What follows belongs to an exercise in optimizing a design on an open flow for small area; a production flow would make more cautious choices. In this exercise RTL edits were held to simulation tests only and were not proved equivalent to the original. No activity file was given, so power comes from the tool's default toggle rates.

[design/flow/design.v]
package imem_loader_pkg;
    localparam int IMEM_DEPTH = 256;
    localparam int IMEM_AW    = 8;
    localparam int MAX_WORDS  = 256;
endpackage
module imem_ram (
    input  logic        clk,
    input  logic        we,
    input  logic [7:0]  waddr,
    input  logic [15:0] wdata,
    input  logic [7:0]  raddr,
    output logic [15:0] rdata
);
    logic         phase_q;
    logic [15:0]  mem_q [256];
    logic [15:0]  mem_d [256];
    logic [255:0] wsel;      
    logic [255:0] wsel_n;
    logic [255:0] rsel_n;    
    logic [15:0]  wbits;
    logic [15:0]  whi, whi_n, wlo, wlo_n, rhi, rlo;
    always_comb begin
        for (int i = 0; i < 16; i++) begin
            whi[i]   = we && (waddr[7:4] == 4'(i));
            whi_n[i] = ~(we && (waddr[7:4] == 4'(i)));
            wlo[i]   = (waddr[3:0] == 4'(i));
            wlo_n[i] = ~(waddr[3:0] == 4'(i));
            rhi[i]   = (raddr[7:4] == 4'(i));
            rlo[i]   = (raddr[3:0] == 4'(i));
        end
    end
    for (genvar r = 0; r < 256; r++) begin : g_dec
        imem_nor2  u_ws  (.a (whi_n[r / 16]), .b (wlo_n[r % 16]), .y (wsel[r]));
        imem_nand2 u_wsn (.a (whi[r / 16]),   .b (wlo[r % 16]),   .y (wsel_n[r]));
        imem_nand2 u_rsn (.a (rhi[r / 16]),   .b (rlo[r % 16]),   .y (rsel_n[r]));
    end
    assign wbits = wdata ^ {16{phase_q}};
    always_ff @(posedge clk) begin
        phase_q <= ~phase_q;
        for (int r = 0; r < 256; r++) mem_q[r] <= mem_d[r];
    end
    for (genvar r = 0; r < 256; r++) begin : g_row
        for (genvar b = 0; b < 16; b++) begin : g_bit
            imem_hold u_hold (
                .q  (mem_q[r][b]),
                .s  (wsel[r]),
                .sn (wsel_n[r]),
                .d  (wbits[b]),
                .y  (mem_d[r][b])
            );
        end
    end
    for (genvar b = 0; b < 16; b++) begin : g_rd
        logic [127:0] l0;   
        logic [7:0]   l2;   
        for (genvar k = 0; k < 128; k++) begin : g_l0
            imem_or2and2_n u_l0 (
                .a0 (mem_q[2*k][b]),   .a1 (rsel_n[2*k]),
                .b0 (mem_q[2*k+1][b]), .b1 (rsel_n[2*k+1]),
                .y  (l0[k])
            );
        end
        for (genvar k = 0; k < 8; k++) begin : g_l2
            imem_nor4_nand4 u_l2 (.a (l0[16*k+15:16*k]), .y (l2[k]));
        end
        imem_rd_last u_l3 (.a (l2), .p (phase_q), .y (rdata[b]));
    end
endmodule
module imem_hold (
    input  logic q,
    input  logic s,
    input  logic sn,
    input  logic d,
    output logic y
);
    assign y = ~((q | s) & (sn | d));
endmodule
module imem_or2and2_n (
    input  logic a0,
    input  logic a1,
    input  logic b0,
    input  logic b1,
    output logic y
);
    assign y = ~((a0 | a1) & (b0 | b1));
endmodule
module imem_nor4_nand4 (
    input  logic [15:0] a,
    output logic        y
);
    logic [3:0] n;
    for (genvar i = 0; i < 4; i++) begin : g_n
        assign n[i] = ~|a[4*i+3:4*i];
    end
    assign y = ~&n;
endmodule
module imem_rd_last (
    input  logic [7:0] a,
    input  logic       p,
    output logic       y
);
    assign y = ((~|a[3:0]) & (~|a[7:4])) ^ p;
endmodule
module imem_nand2 (
    input  logic a,
    input  logic b,
    output logic y
);
    assign y = ~(a & b);
endmodule
module imem_nor2 (
    input  logic a,
    input  logic b,
    output logic y
);
    assign y = ~(a | b);
endmodule
module imem_loader (
    input  logic        clk,
    input  logic        rst_n,
    input  logic [7:0]  rx_data,
    input  logic        rx_valid,
    output logic        rx_ready,
    input  logic [15:0] pc,
    output logic [15:0] instruction,
    output logic        cpu_rst_n,
    output logic        load_error,
    output logic [8:0]  words_loaded
);
    localparam logic [2:0] CNT_HI  = 3'd0;
    localparam logic [2:0] CNT_LO  = 3'd1;
    localparam logic [2:0] DATA_HI = 3'd2;
    localparam logic [2:0] DATA_LO = 3'd3;
    localparam logic [2:0] DONE    = 3'd5;
    localparam logic [2:0] ERROR   = 3'd6;
    logic [2:0] state_q;
    logic [7:0] hi_q;       
    logic [8:0] cnt_q;      
    logic [8:0] words_q;    
    logic [8:0] words_inc;
    logic       accept;
    logic       we;
    assign rx_ready     = ~state_q[2];
    assign cpu_rst_n    = (state_q == DONE);
    assign load_error   = (state_q == ERROR);
    assign words_loaded = words_q;
    assign accept       = rx_valid & ~state_q[2];
    assign words_inc    = words_q + 9'd1;
    assign we           = accept & rst_n & (state_q == DATA_LO);
    always_ff @(posedge clk) begin
        if (!rst_n) begin
            state_q <= CNT_HI;
            hi_q    <= 8'h00;
            cnt_q   <= 9'd0;
            words_q <= 9'd0;
        end else if (accept) begin
            case (state_q)
                CNT_HI: begin
                    hi_q    <= rx_data;
                    state_q <= CNT_LO;
                end
                CNT_LO: begin
                    cnt_q <= {hi_q[0], rx_data};
                    if ((hi_q[7:1] != 7'd0) || (hi_q[0] && rx_data != 8'd0))
                        state_q <= ERROR;
                    else if (!hi_q[0] && rx_data == 8'd0)
                        state_q <= DONE;
                    else
                        state_q <= DATA_HI;
                end
                DATA_HI: begin
                    hi_q    <= rx_data;
                    state_q <= DATA_LO;
                end
                default: begin   
                    words_q <= words_inc;
                    state_q <= (words_inc == cnt_q) ? DONE : DATA_HI;
                end
            endcase
        end
    end
    imem_ram u_ram (
        .clk   (clk),
        .we    (we),
        .waddr (words_q[7:0]),
        .wdata ({hi_q, rx_data}),
        .raddr (pc[7:0]),
        .rdata (instruction)
    );
endmodule
[design/flow/run.sh]
#!/bin/bash
# synth_recipe.tcl (not shown) runs the flow's synth.tcl, then flattens the netlist and writes it again
# the make line also repeats each setting of config.mk as NAME=value (left out here)
make -C /OpenROAD-flow-scripts/flow DESIGN_CONFIG=/design/flow/config.mk WORK_HOME=/design/flow/orfs CLKGATE_MAP_FILE= SYNTH_SCRIPT=/design/flow/synth_recipe.tcl finish
[design/flow/constraint.sdc]
create_clock -name core_clock -period 12.0 [get_ports {clk}]
set_input_delay 2.4000 -clock core_clock [delete_from_list [all_inputs] [get_ports {clk}]]
set_output_delay 2.4000 -clock core_clock [all_outputs]
set_load 0.01 [all_outputs]
[design/flow/config.mk]
export PLATFORM = sky130hd
export DESIGN_NAME = imem_loader
export DESIGN_NICKNAME = imem_loader
export VERILOG_FILES = /design/flow/design.v
export SDC_FILE = /design/flow/constraint.sdc
export NUM_CORES = 4
export LEC_CHECK = 0
export CAP_MARGIN = 20
export CORE_MARGIN = 2
export CORE_UTILIZATION = 50
export PLACE_DENSITY = 0.6
export SLEW_MARGIN = 20
export SYNTH_HIERARCHICAL = 1
==> key figures, run 1 <==
Synthesis
  – Syn Nets: around 12k
  – Gate Count Post-Synth: about 12k
  – Syn avg cell area: 10.79 sq um
  – Post-Syn Area: approximately 0.13 sq mm
  – Number of synthesized flops with an enable pin: 0
  – Register area share after synthesis: 0.6351
  – Distinct cells, synth: 42
  – Synth Warn #: 11
  – Ys flop type: dfxtp_1
  – Register bit total from synthesis: slightly above 4k
  – Async S/R FF share, synth: 0

Timing
  – Worst Max-Slew Pin Slew: between 1000 and 1500 ps
  – Fin Clk Skew: about 30 ps
  – RSZ-0062 raised after global routing: false
  – Minimum clock period: roughly 11000 ps
  – Final period util: 0.9556
  – Final Hold Fails: 0
  – Slew headroom: 0.08691
  – Max-slew violations: 0
  – Final Setup Violations: 0
  – Fmax: between 80 and 90 MHz
  – Hold slack final: between 400 and 500 ps
  – Total negative slack: 0 ps

Clock tree
  – CTS tree: built
  – Post-CTS Setup Bufs: 0
  – Clk sink count: a little over 4k
  – CTS buffer count: roughly 410
  – CTS root buffer: clkbuf_16
  – Post-CTS sizing: 0
  – Clock Latency Late Sink: about 960 ps
  – Clk slew on worst S/H paths: 50 ps
  – CTS Hold Buffers Added: 0
  – Largest buffer count on any clock path: 4
  – Clock H-tree levels: 5

Worst setup path
  – Worst Path Arrival: 9070 ps
  – CP max-delay cell: nor4_1
  – Crit path kind: primary input to output pin
  – Worst Path Buf+Inv: 3
  – Crit. End Element: output pin
  – Crit path required time: about 9600 ps
  – Crit-path cells: clkdlybuf4s50_1 > nand2b_1 > nor2_4 > buf_4 > nand2_1 > o22ai_1 > nor4_1 > nand4_1 > nor4_1 > nand2_1 > xnor2_1 > clkdlybuf4s50_1
  – Max stage delay on crit path: approximately 1100 ps
  – CP Max Fanout: 16
  – Crit-path leading delay family: simple AND/OR/NAND/NOR gates
  – CP startpoint kind: primary input

Floorplan
  – Cell Rows: about 190
  – Initial Util: 0.5017
  – Die Height: ~510 um
  – Die width: ~510 um
  – Die footprint: around 0.26 sq mm
  – Io pins: between 50 and 60
  – Core ar.: 0.2592 sq mm

Drt
  – DRC violations left: 0
  – DRT antenna net count: 0
  – Total length of routed wires: roughly 550000 um
  – Vias: around 120k
  – Violation count after the first detailed-route iteration: around 19k
  – Wire length per cell: ~34 um
  – Routed vias/inst: roughly 7.6
  – TritonRoute pass-1 iters: 9

Placed design
  – IO buf count: between 40 and 50
  – Placed inst area: 0.1374 sq mm
  – Routability cong.: around 1.0
  – Post-DP HPWL: roughly 340000 um

Pwr
  – Total chip power: 0.02839 W
  – P per Cell Area: 186.3 mW/mm^2
  – LEAKAGE: roughly 58 nW
  – Max VDD drop: approximately 0.16 mV

Final layout
  – Most frequent cells in the layout: o22ai_1, dfxtp_1, nand2_1
  – Final core occ: 0.5877
  – Synth-to-Final Area Change: 17.13%
  – Most common cell after layout, fill and taps aside: o22ai_1
  – Final Cell Area: 0.1524 sq mm
  – Final Net Count: roughly 13k
  – Share of cells above drive strength 1: 0.09353

Global route
  – Grt ovf: 0
  – Pin count of the biggest net entering global routing: between 100 and 150
  – Initial antenna violation count: 35
  – GRT Total Usage: 0.3957
  – First-pass GRT wire length: slightly below 800000 um
  – Vias in the first global route: roughly 110k

Min path
  – Worst hold path class: flip-flop to flip-flop

Job
  – Max-Cap Viols: 0

Outcome
  – Outcome: complete, no violations
[power breakdown]
part / internal [W] / total (W) / switching [W] / leakage (nW)
Clock: 0.00812 / 0.0136 / 0.00549 / 7.09
Combinational: 0.000247 / 0.00104 / 0.000797 / 12.7
Sequential: 0.0137 / 0.0137 / 0.0000150 / 37.8
Total: 0.0221 / 0.0284 / 0.00630 / 57.6
[per-module statistics from Yosys, one instance, submodules excluded]
module,flip-flops and latches,cells,times used
imem_or2and2_n,0,1,2048
imem_rd_last,0,4,16
imem_hold,0,1,4096
imem_nor4_nand4,0,5,128
imem_ram,4097,4256,1
imem_nand2,0,1,512
imem_loader,29,185,1
imem_nor2,0,1,256
[worst paths after layout]
check	start	to	slack [ps]	cells past startpoint
hold / removal	u_ram.mem_q[111][9]$_DFF_P_	u_ram.mem_q[111][9]$_DFF_P_	440	1
setup reg to reg	u_ram.phase_q$_DFF_P_	u_ram.mem_q[201][11]$_DFF_P_	7220	6
setup / recovery	pc[1]	instruction[9]	530	12
hold reg to reg	u_ram.mem_q[111][9]$_DFF_P_	u_ram.mem_q[111][9]$_DFF_P_	440	1
[Yosys cell counts, types with 3 or more instances]
cell,instances,area (sq um)
o22ai_1,6144,38440
dfxtp_1,4126,82600
nand2_1,583,2188
nor4_1,550,3441
nor2_1,316,1186
nand4_1,131,819.5
nor3_1,26,130.1
xnor2_1,26,227.7
xor2_1,20,175.2
nand3_1,18,90.09
a21oi_1,15,75.07
nand2b_1,15,93.84
buf_2,9,45.04
nor2b_1,9,56.30
mux2i_1,8,80.08
o21ai_0,7,35.03
inv_1,6,22.52
clkbuf_1,5,18.77
buf_4,4,30.03
nor3b_1,4,30.03
nand3b_1,3,22.52
or3_1,3,18.77
[layout make-up]
| type | instances | area (sq um) |
|---|---|---|
| Fill cell | 21750 | 106900 |
| Sequential cell | 4126 | 82600 |
| Multi-Input combinational cell | 7905 | 48690 |
| Clock buffer | 598 | 12300 |
| Tap cell | 3402 | 4257 |
| Timing Repair Buffer | 266 | 2295 |
| Clock inverter | 151 | 2101 |
| Antenna cell | 33 | 82.58 |
| Inverter | 8 | 30.03 |
[sequential cells by signal, summed over array words and instances, names as in the netlist]
signal,flops
u_ram.phase_q,1
hi_q,8
cnt_q,9
state_q,3
u_ram.mem_q,4096
words_q,9
[logic make-up after synthesis]
family	after synthesis	share of synthesized area
buffers and inverters	26	0.0009523
AO/OA/AOI/OAI	6173	0.2968
flip-flops	4126	0.6351
XOR/XNOR	46	0.003098
multiplexers	8	0.0006157
AND/OR/NAND/NOR	1677	0.06334
adder cells (fa/ha/maj)	1	0.00009618
[stage by stage]
step	std cells	setup slack, ps
2_1_floorplan	12060	922.8
3_3_place_gp	15700	1251
3_5_place_dp	15700	1217
4_1_cts	16450	1216
5_1_grt	16460	753.7
6_report	16490	532.7
[metal layers]
metal  global-route usage  part of all wire
met2               0.5580              0.42
met3               0.1245              0.13
met1               0.5257              0.39
met5             0.002009           0.00014
met4               0.2444             0.067
==> run 2, diff against run 1 <==
--- a/design/flow/config.mk
+++ b/design/flow/config.mk
@@ -10,2 +10,5 @@
 export CORE_UTILIZATION = 50
+export CTS_BUF_LIST = sky130_fd_sc_hd__clkbuf_16
+export CTS_CLUSTER_DIAMETER = 60
+export CTS_CLUSTER_SIZE = 30
 export PLACE_DENSITY = 0.6
==> key figures, run 2 <==
Final layout
  – FILL cells: 22.25k (+2.3%)
  – Max reg flops: 4096 (unchanged)
  – Synth-to-Final Area Change: 12.68%
  – Final Net Count: 12.57k (-1.4%)
  – Most flop-heavy register: u_ram.mem_q
  – Multi-input logic area: 0.04868 sq mm (about the same)
  – Most common cell after layout, fill and taps aside: o22ai_1
  – Sequential standard cell area: 0.08260 sq mm (unchanged)
  – Most frequent cells in the layout: o22ai_1, dfxtp_1, nand2_1
  – Final Cell Area: 0.1466 sq mm (-3.8%)
  – Biggest regs: u_ram.mem_q x4096, cnt_q x9, words_q x9
  – Share of cells above drive strength 1: 0.07613 (-0.01740)

Synthesis
  – Async S/R FF share, synth: 0 (unchanged)
  – Synth top area share: 0.6351 (unchanged)
  – Register area share after synthesis: 0.6351 (unchanged)
  – Post-Syn Area: 0.1301 sq mm (unchanged)
  – Cell taking the most area after synthesis: dfxtp_1
  – Number of synthesized flops with an enable pin: 0 (unchanged)
  – Ys flop type: dfxtp_1
  – Distinct cells, synth: 42 (unchanged)
  – Top-count cell post-synth: o22ai_1
  – Area contributors post-synth: dfxtp_1, o22ai_1, nor4_1
  – Gate Count Post-Synth: 12.06k (unchanged)
  – Register bit total from synthesis: 4126 (unchanged)
  – Post-synth top cells: o22ai_1, dfxtp_1, nand2_1
  – Syn avg cell area: 10.79 sq um (unchanged)
  – Syn Nets: 12.09k (unchanged)
  – Synth Warn #: 11 (unchanged)

Drt
  – Routed vias/inst: 7.606 (+0.58%)
  – DRC violations left: 0 (unchanged)
  – TritonRoute pass-1 iters: 9 (unchanged)
  – Metal1 wirelength: 216000 um (about the same)
  – Top Metal Used: met5
  – Total length of routed wires: 547400 um (-0.94%)
  – Wire length per cell: 33.86 um (+1.0%)
  – Met3 WL post-DR: 67640 um (-2.3%)
  – DRT antenna net count: 0 (unchanged)
  – Violation count after the first detailed-route iteration: 19.52k (+0.13%)
  – Vias: 123.0k (-1.4%)
  – Wire length on met2: 227100 um (-1.3%)

Timing
  – Fmax: 89.45 MHz (+2.6%)
  – Max-slew violations: 0 (unchanged)
  – Worst Max-Slew Pin Slew: 1349 ps (-7.892 ps)
  – Fin Clk Skew: 64.18 ps (+34.54 ps)
  – PnR worst setup slack: 820.4 ps (+287.8 ps)
  – Final Setup Violations: 0 (unchanged)
  – Slew headroom: 0.09222 (+0.005310)
  – Total negative slack: 0 ps (unchanged)
  – Final Hold Fails: 0 (unchanged)
  – Minimum clock period: 11180 ps (-287.8 ps)
  – RSZ-0062 raised after global routing: false
  – Final period util: 0.9316 (-0.02398)

Outcome
  – Outcome: complete, no violations

Placed design
  – IO buf count: 46 (unchanged)
  – Post-DP HPWL: 342800 um (unchanged)
  – Routability cong.: 1.005 (unchanged)
  – Worst slack, placed: 1217 ps (unchanged)
  – Placed inst area: 0.1374 sq mm (unchanged)

Floorplan
  – Die footprint: 0.2642 sq mm (unchanged)
  – Cell Rows: 187 (unchanged)
  – Io pins: 55 (unchanged)
  – Core ar.: 0.2592 sq mm (unchanged)
  – Die width: 514.0 um (unchanged)
  – Die Height: 514.0 um (unchanged)
  – Initial Util: 0.5017 (unchanged)

Worst setup path
  – Crit path kind: primary input to output pin
  – CP startpoint kind: primary input
  – Crit path required time: 9600 ps (about the same)
  – Worst Path Arrival: 8780 ps (-290 ps)
  – Crit. End Element: output pin
  – CP Max Fanout: 16 (unchanged)

Global route
  – Initial antenna violation count: 35 (unchanged)
  – Pin count of the biggest net entering global routing: 146 (unchanged)
  – First-pass GRT wire length: 778400 um (-1.1%)
  – Vias in the first global route: 112.8k (-1.7%)
  – GRT Total Usage: 0.3914 (-0.004327)
  – Grt ovf: 0 (unchanged)

Clock tree
  – Largest buffer count on any clock path: 4 (unchanged)
  – CTS tree: built
  – Clock Latency Late Sink: 1000 ps (+40 ps)
  – CTS Hold Buffers Added: 0 (unchanged)
  – Clk sink count: 4126 (unchanged)
  – CTS buffer count: 234 (-43%)
  – CTS root buffer: clkbuf_16
  – Post-CTS Setup Bufs: 0 (unchanged)
  – Post-CTS sizing: 0 (unchanged)
  – Clk slew on worst S/H paths: 80 ps (+30 ps)
  – Clock H-tree levels: 4 (-1)

Min path
  – Worst hold path class: flip-flop to flip-flop

Job
  – Max-Cap Viols: 0 (unchanged)

Pwr
  – LEAKAGE: 54.67 nW (-5.1%)
  – Max VDD drop: 0.1605 mV (-1.5%)
  – P per Cell Area: 166.5 mW/mm^2 (-11%)
  – Total chip power: 0.02440 W (-14%)
run 2: cell type report:
class | instances | area share
antenna | 26 | 0.0004440
clock buffer | 238 | 0.04064
timing repair buffer | 265 | 0.01561
multi-input combinational | 7905 | 0.3322
inverter | 8 | 0.0002049
tap | 3402 | 0.02904
sequential | 4126 | 0.5636
clock inverter | 199 | 0.01823
run 2: logic make-up (layout without fill, tap and decap cells):
group | after synthesis | count (layout) | share of synthesized area
buffers and inverters | 26 | 710 | 0.0009523
AND/OR/NAND/NOR | 1677 | 1677 | 0.06334
other | 0 | 26 | 0
XOR/XNOR | 46 | 46 | 0.003098
multiplexers | 8 | 8 | 0.0006157
AO/OA/AOI/OAI | 6173 | 6173 | 0.2968
flip-flops | 4126 | 4126 | 0.6351
adder cells (fa/ha/maj) | 1 | 1 | 0.00009618
run 2: power breakdown:
part / internal [W] / switching (W) / total [W]
logic: 0.000247 / 0.000796 / 0.00104
registers: 0.0137 / 0.0000152 / 0.0137
clock network: 0.00424 / 0.00540 / 0.00964
total: 0.0182 / 0.00621 / 0.0244
run 2: modules after synthesis (local to each module, per instance):
module           cells  flops+latches
imem_ram          4256           4097
imem_loader        185             29
imem_nor4_nand4      5              0
imem_rd_last         4              0
imem_hold            1              0
imem_or2and2_n       1              0
imem_nand2           1              0
imem_nor2            1              0
run 2: critical path, stage by stage:
cell,delay [ps]
clkdlybuf4s50_1,820
nand2b_1,400
nor2_4,190
buf_4,370
nand2_1,620
o22ai_1,190
nor4_1,1110
nand4_1,710
nor4_1,740
nand2_1,140
xnor2_1,400
clkdlybuf4s50_1,630
run 2: path summary, 6_finish.rpt:
kind	cells after the start	to	slack [ps]	start
max	12	instruction[9]	820	pc[1]
min	1	u_ram.mem_q[111][9]$_DFF_P_	450	u_ram.mem_q[111][9]$_DFF_P_
max reg2reg	6	u_ram.mem_q[220][9]$_DFF_P_	7240	u_ram.phase_q$_DFF_P_
min reg2reg	1	u_ram.mem_q[111][9]$_DFF_P_	450	u_ram.mem_q[111][9]$_DFF_P_
run 2: routing by layer:
| layer | vias to the layer above | track usage |
|---|---|---|
| met5 | - | 0 |
| met4 | 14 | 0.2413 |
| met3 | 1591 | 0.1268 |
| met2 | 8300 | 0.5485 |
| met1 | 61100 | 0.5207 |
| li1 | 51970 | - |
run 2: stage by stage:
stage	utilization	cells	hold slack, ps
after floorplan	-	12060	422.5
after global placement	0.5294	15700	429.5
after detailed placement	0.5299	15700	437.7
after CTS	0.5631	16140	449.0
after global routing	0.5651	16150	456.1
final	0.5653	16170	445.0
==> run 3, diff against run 2 <==
==> design/flow/flow/run.sh (new file) <==
#!/bin/bash
set -euo pipefail
CTS="-sink_clustering_enable -repair_clock_nets -sink_clustering_size 20 -sink_clustering_max_diameter 50 -buf_list sky130_fd_sc_hd__clkbuf_8 -dont_use_dummy_load"
bash standard.sh "CTS_ARGS=$CTS" finish > standard_flow.log 2>&1
==> design/flow/standard.sh (new file) <==
#!/bin/bash
# synth_recipe.tcl (not shown) runs the flow's synth.tcl, then flattens the netlist and writes it again
# the make line also repeats each setting of config.mk as NAME=value (left out here)
make -C /OpenROAD-flow-scripts/flow DESIGN_CONFIG=/design/flow/config.mk WORK_HOME=/design/flow/orfs CLKGATE_MAP_FILE= SYNTH_SCRIPT=/design/flow/synth_recipe.tcl "${@:-finish}"
--- a/design/flow/config.mk
+++ b/design/flow/config.mk
@@ -10,5 +10,2 @@
 export CORE_UTILIZATION = 50
-export CTS_BUF_LIST = sky130_fd_sc_hd__clkbuf_16
-export CTS_CLUSTER_DIAMETER = 60
-export CTS_CLUSTER_SIZE = 30
 export PLACE_DENSITY = 0.6
removed: design/flow/run.sh
==> key figures, run 3 <==
Outcome
  – Outcome: complete, no violations

Drt
  – Vias: 123.2k (+0.19%)
  – Routed vias/inst: 7.647 (+0.54%)
  – Wire length per cell: 34.02 um (+0.49%)
  – Total length of routed wires: 548100 um (+0.13%)
  – DRT antenna net count: 0 (unchanged)
  – TritonRoute pass-1 iters: 10 (+1)
  – DRC violations left: 0 (unchanged)
  – Violation count after the first detailed-route iteration: 18.67k (-4.4%)

Floorplan
  – Die width: 514.0 um (unchanged)
  – Die footprint: 0.2642 sq mm (unchanged)
  – Cell Rows: 187 (unchanged)
  – Initial Util: 0.5017 (unchanged)
  – Core ar.: 0.2592 sq mm (unchanged)
  – Io pins: 55 (unchanged)
  – Die Height: 514.0 um (unchanged)

Pwr
  – LEAKAGE: 53.18 nW (-2.7%)
  – NetSw: 0.005250 W (-15%)
  – Comb power frac: 0.047 (+0.004)
  – Total chip power: 0.02196 W (-10%)
  – Clock network power share: 0.328 (-0.067)
  – Max VDD drop: 0.1241 mV (-23%)
  – Sw Ratio: 0.2391 (-0.01532)
  – Sequential power share: 0.625 (+0.063)
  – P per Cell Area: 153.5 mW/mm^2 (-7.8%)
  – Internal power: 0.01671 W (-8.1%)

Clock tree
  – Post-CTS sizing: 0 (unchanged)
  – Clock Latency Late Sink: 1140 ps (+140 ps)
  – Clock H-tree levels: 5 (+1)
  – Largest buffer count on any clock path: 4 (unchanged)
  – Clk sink count: 4126 (unchanged)
  – CTS tree: built
  – CTS buffer count: 372 (+59%)
  – Post-CTS Setup Bufs: 0 (unchanged)
  – CTS root buffer: clkbuf_8
  – CTS Hold Buffers Added: 0 (unchanged)
  – Clk slew on worst S/H paths: 50 ps (-30 ps)

Timing
  – Slew headroom: 0.1295 (+0.03732)
  – Final period util: 0.9374 (+0.005743)
  – Fin Clk Skew: 111.5 ps (+47.32 ps)
  – Max-slew violations: 0 (unchanged)
  – RSZ-0062 raised after global routing: false
  – Final Setup Violations: 0 (unchanged)
  – Total negative slack: 0 ps (unchanged)
  – Worst Max-Slew Pin Slew: 1294 ps (-55.48 ps)
  – Minimum clock period: 11250 ps (+68.92 ps)
  – Final Hold Fails: 0 (unchanged)
  – Fmax: 88.90 MHz (-0.61%)

Synthesis
  – Distinct cells, synth: 42 (unchanged)
  – Cell taking the most area after synthesis: dfxtp_1
  – Area contributors post-synth: dfxtp_1, o22ai_1, nor4_1
  – Synth Warn #: 11 (unchanged)
  – Gate Count Post-Synth: 12.06k (unchanged)
  – Top-count cell post-synth: o22ai_1
  – Post-Syn Area: 0.1301 sq mm (unchanged)
  – Register bit total from synthesis: 4126 (unchanged)
  – Post-synth top cells: o22ai_1, dfxtp_1, nand2_1
  – Register area share after synthesis: 0.6351 (unchanged)
  – Ys flop type: dfxtp_1
  – Syn avg cell area: 10.79 sq um (unchanged)
  – Async S/R FF share, synth: 0 (unchanged)
  – Syn Nets: 12.09k (unchanged)
  – Synth top area share: 0.6351 (unchanged)
  – Number of synthesized flops with an enable pin: 0 (unchanged)

Final layout
  – Most frequent cells in the layout: o22ai_1, dfxtp_1, nand2_1
  – Share of cells above drive strength 1: 0.07186 (-0.004270)
  – Biggest regs: u_ram.mem_q x4096, cnt_q x9, words_q x9
  – Max reg flops: 4096 (unchanged)
  – Sequential standard cell area: 0.08260 sq mm (unchanged)
  – Most common cell after layout, fill and taps aside: o22ai_1
  – Synth-to-Final Area Change: 9.993%
  – Most flop-heavy register: u_ram.mem_q
  – FILL cells: 22.71k (+2.1%)
  – Post-Layout Cell Count: 16.11k (-0.35%)
  – Multi-input logic area: 0.04868 sq mm (about the same)
  – Final Net Count: 12.71k (+1.1%)

Global route
  – Vias in the first global route: 113.6k (+0.70%)
  – First-pass GRT wire length: 778600 um (about the same)
  – Initial antenna violation count: 43 (+23%)
  – Pin count of the biggest net entering global routing: 146 (unchanged)
  – GRT Total Usage: 0.3918 (+0.0004559)
  – Grt ovf: 0 (unchanged)

Worst setup path
  – Worst Path Arrival: 8850 ps (+70 ps)
  – CP Depth: 12 (unchanged)
  – Worst Path Buf+Inv: 3 (unchanged)
  – CP Max Fanout: 16 (unchanged)
  – Crit-path leading delay family: simple AND/OR/NAND/NOR gates
  – CP startpoint kind: primary input
  – Crit. End Element: output pin
  – Max stage delay on crit path: 1020 ps (-90 ps)
  – R2R depth: 6 (unchanged)
  – Crit-path cells: clkdlybuf4s50_1 > nand2b_1 > nor2_4 > buf_4 > nand2_1 > o22ai_1 > nor4_1 > nand4_1 > nor4_1 > nand2_1 > xnor2_1 > clkdlybuf4s50_1
  – Crit path kind: primary input to output pin
  – CP max-delay cell: nor4_1
  – Crit path required time: 9600 ps (about the same)

Placed design
  – Post-DP HPWL: 342800 um (unchanged)
  – Routability cong.: 1.005 (unchanged)
  – IO buf count: 46 (unchanged)
  – Cell count after placement: 15.70k (unchanged)

Min path
  – Worst Hold Path Cells: 1 (unchanged)
  – Worst hold path class: flip-flop to flip-flop

Job
  – Max-Cap Viols: 0 (unchanged)
==> run 3: changes by cell type in the layout (fill, tap and decap cells not counted), moves of 8 or more <==
| cell | before | now |
|---|---|---|
| clkbuf_8 | 0 | 372 |
| clkbuf_16 | 238 | 0 |
| clkinv_8 | 38 | 0 |
| inv_6 | 35 | 0 |
| inv_8 | 30 | 0 |
| inv_12 | 21 | 0 |
| clkinv_4 | 18 | 0 |
| bufinv_16 | 12 | 0 |
| inv_16 | 12 | 0 |
| clkinvlp_4 | 11 | 0 |
| clkinv_2 | 8 | 0 |
==> run 3: stage by stage <==
stage / cell area (sq um) / hold slack [ps] / util / setup slack [ps]
after global placement: 137200 / 429.5 / 0.5294 / 1251
final: 143100 / 441.8 / 0.5518 / 751.5
after global routing: 143000 / 453.1 / 0.5516 / 805.1
after floorplan: 130100 / 422.5 / - / 922.8
after detailed placement: 137400 / 437.7 / 0.5299 / 1217
after CTS: 142500 / 445.3 / 0.5496 / 1215
==> run 3: logic make-up after synthesis <==
family / synth area share
AO/OA/AOI/OAI: 0.2968
XOR/XNOR: 0.003098
adder cells (fa/ha/maj): 0.00009618
buffers and inverters: 0.0009523
flip-flops: 0.6351
multiplexers: 0.0006157
AND/OR/NAND/NOR: 0.06334
==> run 3: metal layers <==
metal  wire, um  vias to the layer above  track usage
li1           -                    51890            -
met3      68250                     1653       0.1289
met5        250                        -            0
met4      36200                       26       0.2384
met1     215300                    61130       0.5197
met2     228200                     8515       0.5510
==> run 3: power by group through the flow <==
stage | Sequential [W] | Clock [W] | Combinational (W)
after floorplan | 0.0140 | 0 | 0.000454
after global placement | 0.0140 | 0 | 0.000973
after detailed placement | 0.0140 | 0 | 0.000983
after CTS | 0.0137 | 0.00723 | 0.000984
after global routing | 0.0137 | 0.00774 | 0.00103
final | 0.0137 | 0.00720 | 0.00104
==> run 3: modules after synthesis (local to each module, per instance) <==
module / flops+latches / area [sq um]
imem_rd_last: 0 / 25.02
imem_or2and2_n: 0 / 6.256
imem_nor4_nand4: 0 / 31.28
imem_ram: 4097 / 82870
imem_hold: 0 / 6.256
imem_loader: 29 / 1476
imem_nor2: 0 / 3.754
imem_nand2: 0 / 3.754
==> run 3: layout make-up <==
cell class	instances	share of cell area
clock buffer	372	0.03579
tap	3402	0.02975
antenna	33	0.0005772
timing repair buffer	266	0.01604
sequential	4126	0.5774
inverter	8	0.0002099
multi-input combinational	7905	0.3402
==> run 3: worst register-to-register path: stages (launching register included) <==
cell and delay [ps]:
dfxtp_4 580, buf_4 720, xor2_4 290, buf_4 640
buf_4 1020, buf_4 960, o22ai_1 440
==> run 3: worst paths after layout <==
kind | slack, ps | endpoint | start
setup / recovery | 750 | instruction[9] | pc[1]
hold / removal | 440 | u_ram.mem_q[111][9]$_DFF_P_ | u_ram.mem_q[111][9]$_DFF_P_
setup reg to reg | 7150 | u_ram.mem_q[75][11]$_DFF_P_ | u_ram.phase_q$_DFF_P_
hold reg to reg | 440 | u_ram.mem_q[111][9]$_DFF_P_ | u_ram.mem_q[111][9]$_DFF_P_
==> run 4, diff against run 3 <==
--- a/design/flow/design.v
+++ b/design/flow/design.v
@@ -9,3 +9,4 @@
     input  logic [7:0]  waddr,
-    input  logic [15:0] wdata,
+    input  logic [7:0]  wbyte_hi,
+    input  logic [7:0]  wbyte_lo,
     input  logic [7:0]  raddr,
@@ -14,27 +15,44 @@
     logic         phase_q;
+    logic         set_q;     
+    logic [7:0]   lo_q;
+    logic [15:0]  word;
+    logic [7:0]   paddr_q;
+    logic [7:0]   uaddr;     
+    logic         busy;
+    logic         hit;
     logic [15:0]  mem_q [256];
     logic [15:0]  mem_d [256];
-    logic [255:0] wsel;      
-    logic [255:0] wsel_n;
+    logic [255:0] wsel_n;    
     logic [255:0] rsel_n;    
-    logic [15:0]  wbits;
-    logic [15:0]  whi, whi_n, wlo, wlo_n, rhi, rlo;
-    always_comb begin
-        for (int i = 0; i < 16; i++) begin
-            whi[i]   = we && (waddr[7:4] == 4'(i));
-            whi_n[i] = ~(we && (waddr[7:4] == 4'(i)));
-            wlo[i]   = (waddr[3:0] == 4'(i));
-            wlo_n[i] = ~(waddr[3:0] == 4'(i));
-            rhi[i]   = (raddr[7:4] == 4'(i));
-            rlo[i]   = (raddr[3:0] == 4'(i));
-        end
+    logic [15:0]  col;       
+    logic [15:0]  rbits;
+    logic [15:0]  whi, wlo, rhi, rlo;
+    assign busy  = we | set_q;
+    assign uaddr = set_q ? paddr_q : waddr;
+    assign word  = {wbyte_hi, lo_q};
+    logic [3:0] whi_a_n, whi_b_n, wlo_a_n, wlo_b_n, rhi_a_n, rhi_b_n, rlo_a_n, rlo_b_n;
+    imem_dec2e_n u_whi_a (.a (uaddr[5:4]), .e (busy), .y_n (whi_a_n));
+    imem_dec2_n  u_whi_b (.a (uaddr[7:6]), .y_n (whi_b_n));
+    imem_dec2_n  u_wlo_a (.a (uaddr[1:0]), .y_n (wlo_a_n));
+    imem_dec2_n  u_wlo_b (.a (uaddr[3:2]), .y_n (wlo_b_n));
+    imem_dec2_n  u_rhi_a (.a (raddr[5:4]),   .y_n (rhi_a_n));
+    imem_dec2_n  u_rhi_b (.a (raddr[7:6]),   .y_n (rhi_b_n));
+    imem_dec2_n  u_rlo_a (.a (raddr[1:0]),   .y_n (rlo_a_n));
+    imem_dec2_n  u_rlo_b (.a (raddr[3:2]),   .y_n (rlo_b_n));
+    for (genvar i = 0; i < 16; i++) begin : g_pre
+        imem_nor2 u_whi (.a (whi_a_n[i % 4]), .b (whi_b_n[i / 4]), .y (whi[i]));
+        imem_nor2 u_wlo (.a (wlo_a_n[i % 4]), .b (wlo_b_n[i / 4]), .y (wlo[i]));
+        imem_nor2 u_rhi (.a (rhi_a_n[i % 4]), .b (rhi_b_n[i / 4]), .y (rhi[i]));
+        imem_nor2 u_rlo (.a (rlo_a_n[i % 4]), .b (rlo_b_n[i / 4]), .y (rlo[i]));
     end
     for (genvar r = 0; r < 256; r++) begin : g_dec
-        imem_nor2  u_ws  (.a (whi_n[r / 16]), .b (wlo_n[r % 16]), .y (wsel[r]));
-        imem_nand2 u_wsn (.a (whi[r / 16]),   .b (wlo[r % 16]),   .y (wsel_n[r]));
-        imem_nand2 u_rsn (.a (rhi[r / 16]),   .b (rlo[r % 16]),   .y (rsel_n[r]));
-    end
-    assign wbits = wdata ^ {16{phase_q}};
+        imem_nand2 u_wsn (.a (whi[r / 16]), .b (wlo[r % 16]), .y (wsel_n[r]));
+        imem_nand2 u_rsn (.a (rhi[r / 16]), .b (rlo[r % 16]), .y (rsel_n[r]));
+    end
+    assign col = {16{set_q}} & (word ^ {16{phase_q}});
     always_ff @(posedge clk) begin
         phase_q <= ~phase_q;
+        set_q   <= we;
+        paddr_q <= waddr;
+        if (we) lo_q <= wbyte_lo;
         for (int r = 0; r < 256; r++) mem_q[r] <= mem_d[r];
@@ -45,5 +63,4 @@
                 .q  (mem_q[r][b]),
-                .s  (wsel[r]),
                 .sn (wsel_n[r]),
-                .d  (wbits[b]),
+                .d  (col[b]),
                 .y  (mem_d[r][b])
@@ -65,4 +82,6 @@
         end
-        imem_rd_last u_l3 (.a (l2), .p (phase_q), .y (rdata[b]));
-    end
+        imem_rd_last u_l3 (.a (l2), .p (phase_q), .y (rbits[b]));
+    end
+    assign hit   = set_q && (raddr == paddr_q);
+    assign rdata = hit ? word : rbits;
 endmodule
@@ -70,3 +89,2 @@
     input  logic q,
-    input  logic s,
     input  logic sn,
@@ -75,3 +93,3 @@
 );
-    assign y = ~((q | s) & (sn | d));
+    assign y = ~(q & (sn | d));
 endmodule
@@ -116,2 +134,19 @@
     assign y = ~(a | b);
+endmodule
+module imem_dec2_n (
+    input  logic [1:0] a,
+    output logic [3:0] y_n
+);
+    for (genvar k = 0; k < 4; k++) begin : g_y
+        assign y_n[k] = ~(a == 2'(k));
+    end
+endmodule
+module imem_dec2e_n (
+    input  logic [1:0] a,
+    input  logic       e,
+    output logic [3:0] y_n
+);
+    for (genvar k = 0; k < 4; k++) begin : g_y
+        assign y_n[k] = ~(e && (a == 2'(k)));
+    end
 endmodule
@@ -150,5 +185,7 @@
     always_ff @(posedge clk) begin
+        if (rst_n && accept && !state_q[0]) hi_q <= rx_data;   
+    end
+    always_ff @(posedge clk) begin
         if (!rst_n) begin
             state_q <= CNT_HI;
-            hi_q    <= 8'h00;
             cnt_q   <= 9'd0;
@@ -158,3 +195,2 @@
                 CNT_HI: begin
-                    hi_q    <= rx_data;
                     state_q <= CNT_LO;
@@ -171,3 +207,2 @@
                 DATA_HI: begin
-                    hi_q    <= rx_data;
                     state_q <= DATA_LO;
@@ -185,3 +220,4 @@
         .waddr (words_q[7:0]),
-        .wdata ({hi_q, rx_data}),
+        .wbyte_hi (hi_q),
+        .wbyte_lo (rx_data),
         .raddr (pc[7:0]),
==> design/flow/flow/run.sh (replaced) <==
#!/bin/bash
set -euo pipefail
CTS="-sink_clustering_enable -repair_clock_nets -sink_clustering_size 18 -sink_clustering_max_diameter 45 -buf_list sky130_fd_sc_hd__clkbuf_8 -dont_use_dummy_load"
bash standard.sh "CTS_ARGS=$CTS" "BUFFER_PORTS_ARGS=-buffer_cell sky130_fd_sc_hd__buf_1" finish > standard_flow.log 2>&1
==> key figures, run 4 <==
Synthesis
  – Gate Count Post-Synth: 11.80k (-2.2%)
  – Cell taking the most area after synthesis: dfxtp_1
  – Ys flop type: dfxtp_1
  – Post-Syn Area: 0.1245 sq mm (-4.2%)
  – Register bit total from synthesis: 4143 (+0.41%)
  – Async S/R FF share, synth: 0 (unchanged)
  – Syn avg cell area: 10.56 sq um (-2.1%)
  – Number of synthesized flops with an enable pin: 16 (+16)
  – Distinct cells, synth: 48 (+14%)
  – Post-synth top cells: dfxtp_1, o21ai_1, o22ai_1
  – Synth top area share: 0.6633 (+0.02829)
  – Register area share after synthesis: 0.6672 (+0.03215)
  – Synth Warn #: 11 (unchanged)
  – Syn Nets: 11.82k (-2.2%)
  – Area contributors post-synth: dfxtp_1, o21ai_1, o22ai_1
  – Top-count cell post-synth: dfxtp_1

Timing
  – Minimum clock period: 10560 ps (-689.4 ps)
  – Max-slew violations: 0 (unchanged)
  – RSZ-0062 raised after global routing: false
  – Total negative slack: 0 ps (unchanged)
  – Slew headroom: 0.1044 (-0.02514)
  – PnR worst setup slack: 1441 ps (+689.4 ps)
  – Final period util: 0.8799 (-0.05745)
  – Final Hold Fails: 0 (unchanged)
  – Worst Max-Slew Pin Slew: 1331 ps (+37.36 ps)
  – Final Setup Violations: 0 (unchanged)
  – Fmax: 94.71 MHz (+6.5%)
  – Fin Clk Skew: 92.03 ps (-19.47 ps)

Pwr
  – Internal power: 0.01714 W (+2.6%)
  – Clock network power share: 0.349 (+0.021)
  – P per Cell Area: 160.9 mW/mm^2 (+4.8%)
  – Sw Ratio: 0.2202 (-0.01888)
  – NetSw: 0.004839 W (-7.8%)
  – Sequential power share: 0.627 (+0.002)
  – Comb power frac: 0.024 (-0.023)
  – LEAKAGE: 52.01 nW (-2.2%)
  – Total chip power: 0.02198 W (about the same)
  – Max VDD drop: 0.1112 mV (-10%)

Worst setup path
  – Crit-path leading delay family: simple AND/OR/NAND/NOR gates
  – Max stage delay on crit path: 1180 ps (+160 ps)
  – Reg-to-reg startpoint: u_ram.phase_q$_DFF_P_
  – Crit-path cells: buf_1 > nand2b_1 > nor2_4 > buf_4 > nand2_1 > o22ai_1 > nor4_1 > nand4_1 > nor4_1 > nand2_1 > xnor2_1 > mux2_2 > buf_1
  – CP max-delay cell: nor4_1
  – End of the worst register-to-register path: u_ram.mem_q[251][15]$_DFF_P_
  – R2R depth: 5 (-1)
  – Worst Path Arrival: 8160 ps (-690 ps)
  – CP startpoint kind: primary input
  – Crit path kind: primary input to output pin
  – Reg2reg setup slack: 7770 ps (+620 ps)
  – Crit path required time: 9600 ps (about the same)
  – Crit. End Element: output pin
  – Worst Path Buf+Inv: 3 (unchanged)
  – CP Max Fanout: 16 (unchanged)

Global route
  – Initial antenna violation count: 20 (-53%)
  – GRT Total Usage: 0.3421 (-0.04975)
  – Pin count of the biggest net entering global routing: 177 (+21%)
  – Grt ovf: 0 (unchanged)
  – First-pass GRT wire length: 650800 um (-16%)
  – Vias in the first global route: 98.44k (-13%)

Floorplan
  – Core ar.: 0.2482 sq mm (-4.3%)
  – Initial Util: 0.5018 (about the same)
  – Cell Rows: 183 (-2.1%)
  – Die Height: 503.1 um (-2.1%)
  – Die footprint: 0.2531 sq mm (-4.2%)
  – Io pins: 55 (unchanged)
  – Die width: 503.1 um (-2.1%)

Drt
  – DRT antenna net count: 0 (unchanged)
  – DRC violations left: 0 (unchanged)
  – Total length of routed wires: 452300 um (-17%)
  – Wire length per cell: 28.67 um (-16%)
  – TritonRoute pass-1 iters: 6 (-4)
  – Violation count after the first detailed-route iteration: 13.19k (-29%)
  – Routed vias/inst: 6.670 (-13%)
  – Vias: 105.3k (-15%)

Job
  – Max-Cap Viols: 0 (unchanged)

Clock tree
  – Clk slew on worst S/H paths: 40 ps (about the same)
  – Clk sink count: 4143 (+0.41%)
  – Post-CTS Setup Bufs: 0 (unchanged)
  – CTS root buffer: clkbuf_8
  – CTS buffer count: 440 (+18%)
  – Clock H-tree levels: 5 (unchanged)
  – Clock Latency Late Sink: 1130 ps (about the same)
  – CTS Hold Buffers Added: 0 (unchanged)
  – Largest buffer count on any clock path: 4 (unchanged)
  – CTS tree: built
  – Post-CTS sizing: 0 (unchanged)

Final layout
  – Final Net Count: 12.46k (-2.0%)
  – Synth-to-Final Area Change: 9.683%
  – Most flop-heavy register: u_ram.mem_q
  – Most frequent cells in the layout: dfxtp_1, o21ai_1, o22ai_1
  – Biggest regs: u_ram.mem_q x4096, cnt_q x9, words_q x9
  – Max reg flops: 4096 (unchanged)
  – Share of cells above drive strength 1: 0.05584 (-0.01602)
  – FILL cells: 21.82k (-3.9%)
  – Most common cell after layout, fill and taps aside: dfxtp_1

Placed design
  – IO buf count: 46 (unchanged)
  – Routability cong.: 0.9493 (-5.5%)
  – Post-DP HPWL: 285700 um (-17%)
  – Worst slack, placed: 1836 ps (+619.2 ps)

Min path
  – Worst hold path class: flip-flop to flip-flop
  – Hold path start: u_ram.mem_q[241][1]$_DFF_P_
  – Worst Hold Path Cells: 1 (unchanged)
  – Hold Path Sink: u_ram.mem_q[241][1]$_DFF_P_

Outcome
  – Outcome: complete, no violations
-- run 4: cell count changes in the layout (fill, tap and decap cells not counted), sizes merged, moves of 11 or more --
cell	previous run	this run
buf	220	203
clkdlybuf4s50	46	0
nand3	18	5
diode	33	22
mux2	0	24
o21ai	7	4099
and2	1	17
nor3	28	7
clkbuf	372	441
nor2	316	75
o22ai	6144	2048
nand2	583	560
edfxtp	0	16
-- run 4: stage by stage --
step / cell area [sq um] / util / std cells / hold slack [ps]
after floorplan: 124500 / - / 11800 / 374.0
after global placement: 130400 / 0.5253 / 15320 / 379.8
after detailed placement: 130500 / 0.5256 / 15320 / 386.7
after CTS: 136500 / 0.5500 / 15760 / 397.9
after global routing: 136600 / 0.5503 / 15770 / 407.1
final: 136600 / 0.5504 / 15780 / 396.5
-- run 4: cell type report --
class | count | area (sq um) | share of cell area
Antenna cell | 22 | 55.05 | 0.0004030
Timing Repair Buffer | 204 | 1475 | 0.01080
Multi-Input combinational cell | 7637 | 41740 | 0.3055
Sequential cell | 4143 | 83100 | 0.6083
Inverter | 4 | 15.01 | 0.0001099
Clock buffer | 440 | 6056 | 0.04433
Tap cell | 3330 | 4167 | 0.03050
-- run 4: power by group through the flow --
| stage | clock network, W | registers (W) | logic (W) |
|---|---|---|---|
| 2_1_floorplan | 0 | 0.0141 | 0.000186 |
| 3_3_place_gp | 0 | 0.0141 | 0.000489 |
| 3_5_place_dp | 0 | 0.0141 | 0.000492 |
| 4_1_cts | 0.00776 | 0.0138 | 0.000493 |
| 5_1_grt | 0.00829 | 0.0138 | 0.000510 |
| 6_report | 0.00767 | 0.0138 | 0.000518 |
-- run 4: cell families after synthesis --
| group | count (synthesis) | synth area share |
|---|---|---|
| compound gates | 6173 | 0.2691 |
| xor+xnor | 54 | 0.003797 |
| fa+ha+maj | 1 | 0.0001004 |
| buf+inv | 15 | 0.0005424 |
| flops | 4143 | 0.6672 |
| mux | 25 | 0.002250 |
| simple gates | 1384 | 0.05698 |
-- run 4: Yosys stat by module, one instance, submodules excluded --
| module | cells inside | flip-flops and latches | cell area, sq um |
|---|---|---|---|
| imem_ram | 4190 | 4114 | 83090 |
| imem_loader | 149 | 29 | 1390 |
| imem_nor4_nand4 | 5 | 0 | 31.28 |
| imem_dec2e_n | 4 | 0 | 28.78 |
| imem_rd_last | 4 | 0 | 25.02 |
| imem_dec2_n | 4 | 0 | 22.52 |
| imem_or2and2_n | 1 | 0 | 6.256 |
| imem_hold | 1 | 0 | 5.005 |
| imem_nand2 | 1 | 0 | 3.754 |
| imem_nor2 | 1 | 0 | 3.754 |
-- run 4: how the worst max path moves through the flow --
stage | startpoint | end | cells past startpoint
after floorplan | pc[7] | instruction[0] | 10
final | pc[3] | instruction[9] | 13
after detailed placement | pc[3] | instruction[8] | 13
after global routing | pc[2] | instruction[9] | 14
after CTS | pc[3] | instruction[8] | 13
after global placement | pc[3] | instruction[8] | 13
-- run 4: routing by layer --
metal / track usage / part of all wire / vias to the layer above
met2: 0.5121 / 0.43 / 5391
met5: 0 / 0.00011 / -
met1: 0.4643 / 0.41 / 51870
li1: - / - / 46880
met4: 0.1989 / 0.064 / 8
met3: 0.06182 / 0.088 / 1114
==> run 5, diff against run 4 <==
--- a/design/flow/config.mk
+++ b/design/flow/config.mk
@@ -10,3 +10,3 @@
 export CORE_UTILIZATION = 50
-export PLACE_DENSITY = 0.6
+export PLACE_DENSITY = 0.7
 export SLEW_MARGIN = 20
==> key figures, run 5 <==
Clock tree
  – Clock Latency Late Sink: 1160 ps (+30 ps)
  – CTS root buffer: clkbuf_8
  – Post-CTS Setup Bufs: 0 (unchanged)
  – Largest buffer count on any clock path: 4 (unchanged)
  – Clk sink count: 4143 (unchanged)
  – CTS buffer count: 391 (-11%)
  – Clk slew on worst S/H paths: 50 ps (about the same)
  – Post-CTS sizing: 0 (unchanged)
  – CTS tree: built
  – Clock H-tree levels: 5 (unchanged)
  – CTS Hold Buffers Added: 0 (unchanged)

Synthesis
  – Synth Area in Simple Gates: 0.05698 (unchanged)
  – Synth Area in Adders: 0.0001005 (unchanged)
  – Register bit total from synthesis: 4143 (unchanged)
  – Post-Syn Area: 0.1245 sq mm (unchanged)
  – Post-synthesis compound-gate area fraction: 0.2691 (unchanged)
  – Largest family of logic cells by synthesized area: compound AO/OA/AOI/OAI gates
  – Cell taking the most area after synthesis: dfxtp_1
  – Gate Count Post-Synth: 11.80k (unchanged)
  – Synth Warn #: 11 (unchanged)
  – Number of synthesized flops with an enable pin: 16 (unchanged)
  – Area contributors post-synth: dfxtp_1, o21ai_1, o22ai_1
  – Post-synth top cells: dfxtp_1, o21ai_1, o22ai_1
  – Post-synthesis xor/xnor area fraction: 0.003797 (unchanged)
  – Async S/R FF share, synth: 0 (unchanged)
  – Syn avg cell area: 10.56 sq um (unchanged)
  – Syn Nets: 11.82k (unchanged)
  – Top-count cell post-synth: dfxtp_1
  – Distinct cells, synth: 48 (unchanged)
  – Register area share after synthesis: 0.6672 (unchanged)
  – Post-synthesis mux area share: 0.002250 (unchanged)
  – Synth top area share: 0.6633 (unchanged)
  – Ys flop type: dfxtp_1

Pwr
  – LEAKAGE: 51.43 nW (-1.1%)
  – Sw Ratio: 0.2191 (-0.001104)
  – Internal power: 0.01679 W (-2.0%)
  – Max VDD drop: 0.1221 mV (+9.8%)
  – Comb power frac: 0.023 (about the same)
  – NetSw: 0.004709 W (-2.7%)
  – P per Cell Area: 158.6 mW/mm^2 (-1.4%)
  – Sequential power share: 0.641 (+0.014)
  – Clock network power share: 0.336 (-0.013)

Timing
  – Total negative slack: 0 ps (unchanged)
  – Final Setup Violations: 0 (unchanged)
  – Fin Clk Skew: 109.2 ps (+17.18 ps)
  – Final period util: 0.8592 (-0.02072)
  – RSZ-0062 raised after global routing: false
  – Slew headroom: 0.09994 (-0.004467)
  – Max-slew violations: 0 (unchanged)
  – Final Hold Fails: 0 (unchanged)
  – PnR worst setup slack: 1690 ps (+248.6 ps)
  – Worst Max-Slew Pin Slew: 1338 ps (+6.638 ps)
  – Minimum clock period: 10310 ps (-248.6 ps)
  – Fmax: 96.99 MHz (+2.4%)

Worst setup path
  – Reg2reg setup slack: 7580 ps (-190 ps)
  – Worst Setup EP: instruction[3]
  – Reg-to-reg startpoint: state_q[1]$_SDFFE_PN0P_
  – End of the worst register-to-register path: u_ram.mem_q[54][13]$_DFF_P_
  – Crit path from: pc[0]
  – Worst Path Arrival: 7910 ps (-250 ps)
  – Crit path required time: 9600 ps (about the same)
  – CP Max Fanout: 16 (unchanged)
  – Crit path kind: primary input to output pin
  – Crit. End Element: output pin
  – CP startpoint kind: primary input
  – R2R depth: 7 (+2)

Floorplan
  – Initial Util: 0.5018 (unchanged)
  – Io pins: 55 (unchanged)
  – Die Height: 503.1 um (unchanged)
  – Die footprint: 0.2531 sq mm (unchanged)
  – Cell Rows: 183 (unchanged)
  – Die width: 503.1 um (unchanged)
  – Core ar.: 0.2482 sq mm (unchanged)

Final layout
  – Most flop-heavy register: u_ram.mem_q
  – Most common cell after layout, fill and taps aside: dfxtp_1
  – Synth-to-Final Area Change: 8.833%
  – Max reg flops: 4096 (unchanged)
  – Biggest regs: u_ram.mem_q x4096, cnt_q x9, words_q x9
  – FILL cells: 21.34k (-2.2%)
  – Most frequent cells in the layout: dfxtp_1, o21ai_1, o22ai_1
  – Final Net Count: 12.36k (-0.78%)
  – Final core occ: 0.5461 (-0.004259)
  – Share of cells above drive strength 1: 0.04866 (-0.007184)

Drt
  – Wire length per cell: 27.75 um (-3.2%)
  – Violation count after the first detailed-route iteration: 15.09k (+14%)
  – TritonRoute pass-1 iters: 8 (+2)
  – Routed vias/inst: 6.757 (+1.3%)
  – DRT antenna net count: 0 (unchanged)
  – Total length of routed wires: 435100 um (-3.8%)
  – Vias: 106.0k (+0.67%)
  – DRC violations left: 0 (unchanged)

Placed design
  – IO buf count: 46 (unchanged)
  – Post-DP HPWL: 275300 um (-3.6%)
  – Worst slack, placed: 2057 ps (+220.7 ps)
  – Routability cong.: 0.9997 (+5.3%)

Global route
  – Initial antenna violation count: 32 (+60%)
  – Grt ovf: 0 (unchanged)
  – Vias in the first global route: 99.18k (+0.75%)
  – GRT Total Usage: 0.3271 (-0.01500)
  – Pin count of the biggest net entering global routing: 195 (+10%)
  – First-pass GRT wire length: 632000 um (-2.9%)

Min path
  – Worst hold path class: flip-flop to flip-flop

Job
  – Max-Cap Viols: 0 (unchanged)

Outcome
  – Outcome: complete, no violations
run 5: cell counts after synthesis:
Identical to the previous run, type by type.
run 5: kinds of logic after synthesis:
| group | after synthesis |
|---|---|
| compound gates | 6173 |
| fa+ha+maj | 1 |
| flops | 4143 |
| simple gates | 1384 |
| xor+xnor | 54 |
| buf+inv | 15 |
| mux | 25 |
run 5: worst min path at each step:
stage                                       startpoint                           end  slack [ps]  depth (start not counted)
after floorplan              u_ram.mem_q[0][0]$_DFF_P_     u_ram.mem_q[0][0]$_DFF_P_         370                          1
after global placement     u_ram.mem_q[95][10]$_DFF_P_   u_ram.mem_q[95][10]$_DFF_P_         380                          1
after detailed placement  u_ram.mem_q[232][15]$_DFF_P_  u_ram.mem_q[232][15]$_DFF_P_         390                          1
after CTS                  u_ram.mem_q[245][6]$_DFF_P_   u_ram.mem_q[245][6]$_DFF_P_         400                          1
after global routing       u_ram.mem_q[245][6]$_DFF_P_   u_ram.mem_q[245][6]$_DFF_P_         410                          1
final                       u_ram.mem_q[22][1]$_DFF_P_    u_ram.mem_q[22][1]$_DFF_P_         400                          1
run 5: modules after synthesis (local to each module, per instance):
module           cells inside  cell area (sq um)  flip-flops and latches
imem_nor2                   1              3.754                       0
imem_hold                   1              5.005                       0
imem_nand2                  1              3.754                       0
imem_nor4_nand4             5              31.28                       0
imem_dec2e_n                4              28.78                       0
imem_dec2_n                 4              22.52                       0
imem_ram                 4190              83090                    4114
imem_loader               149               1390                      29
imem_or2and2_n              1              6.256                       0
imem_rd_last                4              25.02                       0
run 5: layer usage:
layer  up-vias  track usage  part of all wire  routed length (um)
met1     51770       0.4318              0.40              172700
met5         -            0           0.00034                 148
met4        20       0.2086             0.068               29800
li1      46740            -                 -                   -
met2      6209       0.4810              0.43              186700
met3      1213      0.07823              0.11               45760
run 5: final cells by class:
cell class,instances,area (sq um),share of cell area
Antenna cell,20,50.05,0.0003692
Clock buffer,391,5381,0.03970
Inverter,4,15.01,0.0001108
Multi-Input combinational cell,7637,41770,0.3081
Sequential cell,4143,83100,0.6131
Tap cell,3330,4167,0.03074
Timing Repair Buffer,156,1069,0.007883
run 5: power by group through the flow:
stage               sequential [W]  clock (W)  combinational, W
floorplan                   0.0141          0          0.000186
global placement            0.0141          0          0.000452
detailed placement          0.0141          0          0.000457
CTS                         0.0138    0.00726          0.000458
global route                0.0138    0.00779          0.000485
finish                      0.0138    0.00722          0.000495
run 5: worst max-delay path, stage by stage:
cell and delay, ps:
buf_1 240, nand2b_1 430, nor2_4 220, buf_4 350
nand2_1 640, o22ai_1 200, nor4_1 890, nand4_1 510
nor4_1 970, nand2_1 170, xnor2_1 350, mux2_2 320
buf_1 180
run 5: metrics by stage:
stage	cell area (sq um)	hold WS [ps]	instances	total power, W
3_3_place_gp	130000	379.9	15270	0.01455
6_report	135600	397.7	15680	0.02150
2_1_floorplan	124500	374.0	11800	0.01428
4_1_cts	135400	398.4	15660	0.02150
3_5_place_dp	130000	386.7	15270	0.01456
5_1_grt	135500	407.2	15680	0.02206
==> run 6, diff against run 5 <==
--- a/design/flow/config.mk
+++ b/design/flow/config.mk
@@ -10,3 +10,3 @@
 export CORE_UTILIZATION = 50
-export PLACE_DENSITY = 0.7
+export PLACE_DENSITY = 0.8
 export SLEW_MARGIN = 20
==> key figures, run 6 <==
Worst setup path
  – Worst Path Arrival: 8100 ps (+190 ps)
  – CP startpoint kind: primary input
  – R2R depth: 8 (+1)
  – Reg-to-reg startpoint: state_q[1]$_SDFFE_PN0P_
  – Crit. End Element: output pin
  – Crit path required time: 9600 ps (about the same)
  – Reg2reg setup slack: 7840 ps (+260 ps)
  – Worst Setup EP: instruction[6]
  – Crit path kind: primary input to output pin
  – CP Max Fanout: 16 (unchanged)
  – End of the worst register-to-register path: u_ram.mem_q[240][10]$_DFF_P_
  – Crit path from: pc[1]

Synthesis
  – Synth top area share: 0.6633 (unchanged)
  – Async S/R FF share, synth: 0 (unchanged)
  – Area contributors post-synth: dfxtp_1, o21ai_1, o22ai_1
  – Register bit total from synthesis: 4143 (unchanged)
  – Synth Warn #: 11 (unchanged)
  – Post-Syn Area: 0.1245 sq mm (unchanged)
  – Gate Count Post-Synth: 11.80k (unchanged)
  – Register area share after synthesis: 0.6672 (unchanged)
  – Top-count cell post-synth: dfxtp_1
  – Post-synth top cells: dfxtp_1, o21ai_1, o22ai_1
  – Syn Nets: 11.82k (unchanged)
  – Syn avg cell area: 10.56 sq um (unchanged)
  – Cell taking the most area after synthesis: dfxtp_1
  – Ys flop type: dfxtp_1
  – Number of synthesized flops with an enable pin: 16 (unchanged)
  – Distinct cells, synth: 48 (unchanged)

Pwr
  – Sequential power share: 0.659 (+0.018)
  – P per Cell Area: 155.2 mW/mm^2 (-2.1%)
  – Max VDD drop: 0.1382 mV (+13%)
  – Comb power frac: 0.024 (about the same)
  – NetSw: 0.004594 W (-2.4%)
  – Clock network power share: 0.317 (-0.019)
  – LEAKAGE: 50.97 nW (-0.89%)
  – Sw Ratio: 0.2198 (+0.0007230)
  – Internal power: 0.01631 W (-2.9%)

Global route
  – Grt met2 use: 0.4345 (-0.04649)
  – Met1 usage: 0.4071 (-0.02470)
  – GRT Total Usage: 0.3050 (-0.02209)
  – Global route hottest layer: met2
  – Vias in the first global route: 95.69k (-3.5%)
  – First-pass GRT wire length: 596300 um (-5.6%)
  – Met3 Track Usage GR: 0.08139 (+0.003156)
  – Initial antenna violation count: 17 (-47%)
  – Grt ovf: 0 (unchanged)
  – Pin count of the biggest net entering global routing: 216 (+11%)

Min path
  – Worst hold path class: flip-flop to flip-flop
  – Hold path start: u_ram.mem_q[67][5]$_DFF_P_

Floorplan
  – Initial Util: 0.5018 (unchanged)
  – Die footprint: 0.2531 sq mm (unchanged)
  – Die Height: 503.1 um (unchanged)
  – Io pins: 55 (unchanged)
  – Core ar.: 0.2482 sq mm (unchanged)
  – Cell Rows: 183 (unchanged)
  – Die width: 503.1 um (unchanged)

Drt
  – Routed vias/inst: 6.723 (-0.50%)
  – DRT antenna net count: 0 (unchanged)
  – Vias: 105.0k (-0.93%)
  – Violation count after the first detailed-route iteration: 16.12k (+6.8%)
  – DRC violations left: 0 (unchanged)
  – Total length of routed wires: 406500 um (-6.6%)
  – TritonRoute pass-1 iters: 12 (+4)
  – Wire length per cell: 26.04 um (-6.2%)

Placed design
  – Routability cong.: 0.9855 (-1.4%)
  – Post-DP HPWL: 249800 um (-9.3%)
  – IO buf count: 46 (unchanged)
  – Cell count after placement: 15.27k (-0.013%)

Clock tree
  – CTS root buffer: clkbuf_8
  – Largest buffer count on any clock path: 4 (unchanged)
  – Clock H-tree levels: 5 (unchanged)
  – CTS tree: built
  – CTS Hold Buffers Added: 0 (unchanged)
  – Clk slew on worst S/H paths: 50 ps (about the same)
  – Post-CTS Setup Bufs: 0 (unchanged)
  – Post-CTS sizing: 0 (unchanged)
  – CTS buffer count: 323 (-17%)
  – Clock Latency Late Sink: 1120 ps (-40 ps)
  – Clk sink count: 4143 (unchanged)

Final layout
  – Final Net Count: 12.30k (-0.53%)
  – Synth-to-Final Area Change: 8.126%
  – Post-Layout Cell Count: 15.61k (-0.43%)
  – Most flop-heavy register: u_ram.mem_q
  – Biggest regs: u_ram.mem_q x4096, cnt_q x9, words_q x9
  – Most frequent cells in the layout: dfxtp_1, o21ai_1, o22ai_1
  – Share of cells above drive strength 1: 0.04337 (-0.005286)
  – Most common cell after layout, fill and taps aside: dfxtp_1
  – Max reg flops: 4096 (unchanged)

Timing
  – Max-slew violations: 0 (unchanged)
  – Final period util: 0.8746 (+0.01542)
  – Minimum clock period: 10500 ps (+185.0 ps)
  – Hold slack final: 397.7 ps (-0.04800 ps)
  – Fin Clk Skew: 113.5 ps (+4.266 ps)
  – Slew headroom: 0.1463 (+0.04639)
  – Total negative slack: 0 ps (unchanged)
  – Final Hold Fails: 0 (unchanged)
  – Final Setup Violations: 0 (unchanged)
  – RSZ-0062 raised after global routing: false
  – Worst Max-Slew Pin Slew: 1269 ps (-68.96 ps)
  – Fmax: 95.28 MHz (-1.8%)

Job
  – Max-Cap Viols: 0 (unchanged)

Outcome
  – Outcome: complete, no violations
## run 6: per-module statistics from Yosys (local to each module, per instance)
module,cells inside,flip-flops and latches
imem_ram,4190,4114
imem_loader,149,29
imem_nor4_nand4,5,0
imem_dec2e_n,4,0
imem_rd_last,4,0
imem_dec2_n,4,0
imem_or2and2_n,1,0
imem_hold,1,0
imem_nand2,1,0
imem_nor2,1,0
## run 6: per-stage QoR
stage	total power, W	worst slack, ps	utilization	instance area [sq um]
after floorplan	0.01428	5121	-	124500
after global placement	0.01455	1920	0.5238	130000
after detailed placement	0.01455	1927	0.5239	130000
after CTS	0.02085	1919	0.5418	134500
after global routing	0.02139	1710	0.5425	134600
final	0.02090	1505	0.5426	134700
## run 6: per-layer routing
| metal | part of all wire | up-vias | wire [um] |
|---|---|---|---|
| met3 | 0.12 | 1283 | 48720 |
| met1 | 0.39 | 50480 | 159200 |
| met5 | 0.00033 | - | 135 |
| li1 | - | 46580 | - |
| met2 | 0.42 | 6606 | 169100 |
| met4 | 0.072 | 16 | 29400 |
## run 6: cell type report
| cell class | instances | area (sq um) |
|---|---|---|
| flip-flops and latches | 4143 | 83100 |
| repair buffers | 159 | 1156 |
| clock buffers | 323 | 4446 |
| fillers | 21410 | 113500 |
| multi-input cells | 7637 | 41740 |
| well taps | 3330 | 4167 |
| diodes | 17 | 42.54 |
| inverters | 4 | 15.01 |
## run 6: kinds of logic (layout without fill, tap and decap cells)
kind of cell | count (synthesis) | in the layout | share of synthesized area
AOI/OAI and AO/OA | 6173 | 6173 | 0.2691
DFF | 4143 | 4143 | 0.6672
and+or+nand+nor | 1384 | 1384 | 0.05698
xor gates and xnor gates | 54 | 54 | 0.003797
muxes | 25 | 25 | 0.002250
buffers and inverters | 15 | 486 | 0.0005424
adders and majority gates | 1 | 1 | 0.0001004
other | 0 | 17 | 0
## run 6: how the worst min path moves through the flow
stage | endpoint | slack, ps | cells past startpoint
floorplan | u_ram.mem_q[0][0]$_DFF_P_ | 370 | 1
global placement | u_ram.mem_q[240][6]$_DFF_P_ | 380 | 1
detailed placement | u_ram.mem_q[114][4]$_DFF_P_ | 390 | 1
CTS | u_ram.mem_q[67][7]$_DFF_P_ | 400 | 1
global route | u_ram.mem_q[180][5]$_DFF_P_ | 410 | 1
finish | u_ram.mem_q[67][5]$_DFF_P_ | 400 | 1
## run 6: power by group through the flow
stage | Clock, W | Sequential (W) | Combinational (W)
3_3_place_gp | 0 | 0.0141 | 0.000448
3_5_place_dp | 0 | 0.0141 | 0.000450
4_1_cts | 0.00661 | 0.0138 | 0.000451
6_report | 0.00662 | 0.0138 | 0.000497
5_1_grt | 0.00712 | 0.0138 | 0.000483
2_1_floorplan | 0 | 0.0141 | 0.000186
## run 6: critical path: stages
cell and delay, ps:
buf_1 330, nand2b_1 450, nor2_4 250, buf_4 360
nand2_1 630, o22ai_1 190, nor4_1 850, nand4_1 570
nor4_1 1120, nand2_1 160, xnor2_1 170, mux2_2 390
buf_1 170

## separate check: timing with driven ports
The results above use ideal ports. As a check the final layouts listed here were re-extracted and re-timed, cells and wires unchanged. Step 1 sets driving cells, clkbuf_16 on the clock port and buf_2 on the other inputs (assumed; they add their load-dependent delay and slew). Step 2 moves the port delays by t, midway between the first and last clock arrival at a register: inputs arrive t later, outputs are due t later. That takes back most of the time a late clock gives input paths. Slacks: no drivers / after step 1 / after step 2; pairs: no drivers / after step 1.
run | shift t [ns] | setup WS [ns] | worst hold slack (ns) | worst setup path at the end
run 1 | 1.056 | 0.533 / 0.501 / 0.501 | 0.442 / 0.442 / 0.442 | input to output
run 2 | 1.061 | 0.820 / 0.789 / 0.789 | 0.445 / 0.445 / 0.445 | input to output
run 3 | 1.191 | 0.752 / 0.720 / 0.720 | 0.442 / 0.442 / 0.442 | input to output
run 4 | 1.181 | 1.441 / 1.210 / 1.210 | 0.397 / 0.397 / 0.397 | input to output
run 5 | 1.165 | 1.690 / 1.548 / 1.548 | 0.398 / 0.398 / 0.398 | input to output
run 6 | 1.175 | 1.505 / 1.477 / 1.477 | 0.398 / 0.398 / 0.398 | input to output
After both steps setup and hold are still met in every run listed. For run 4, which loses most, drivers alone change the setup slack by -0.231 ns; drivers and shift together by -0.231 ns.
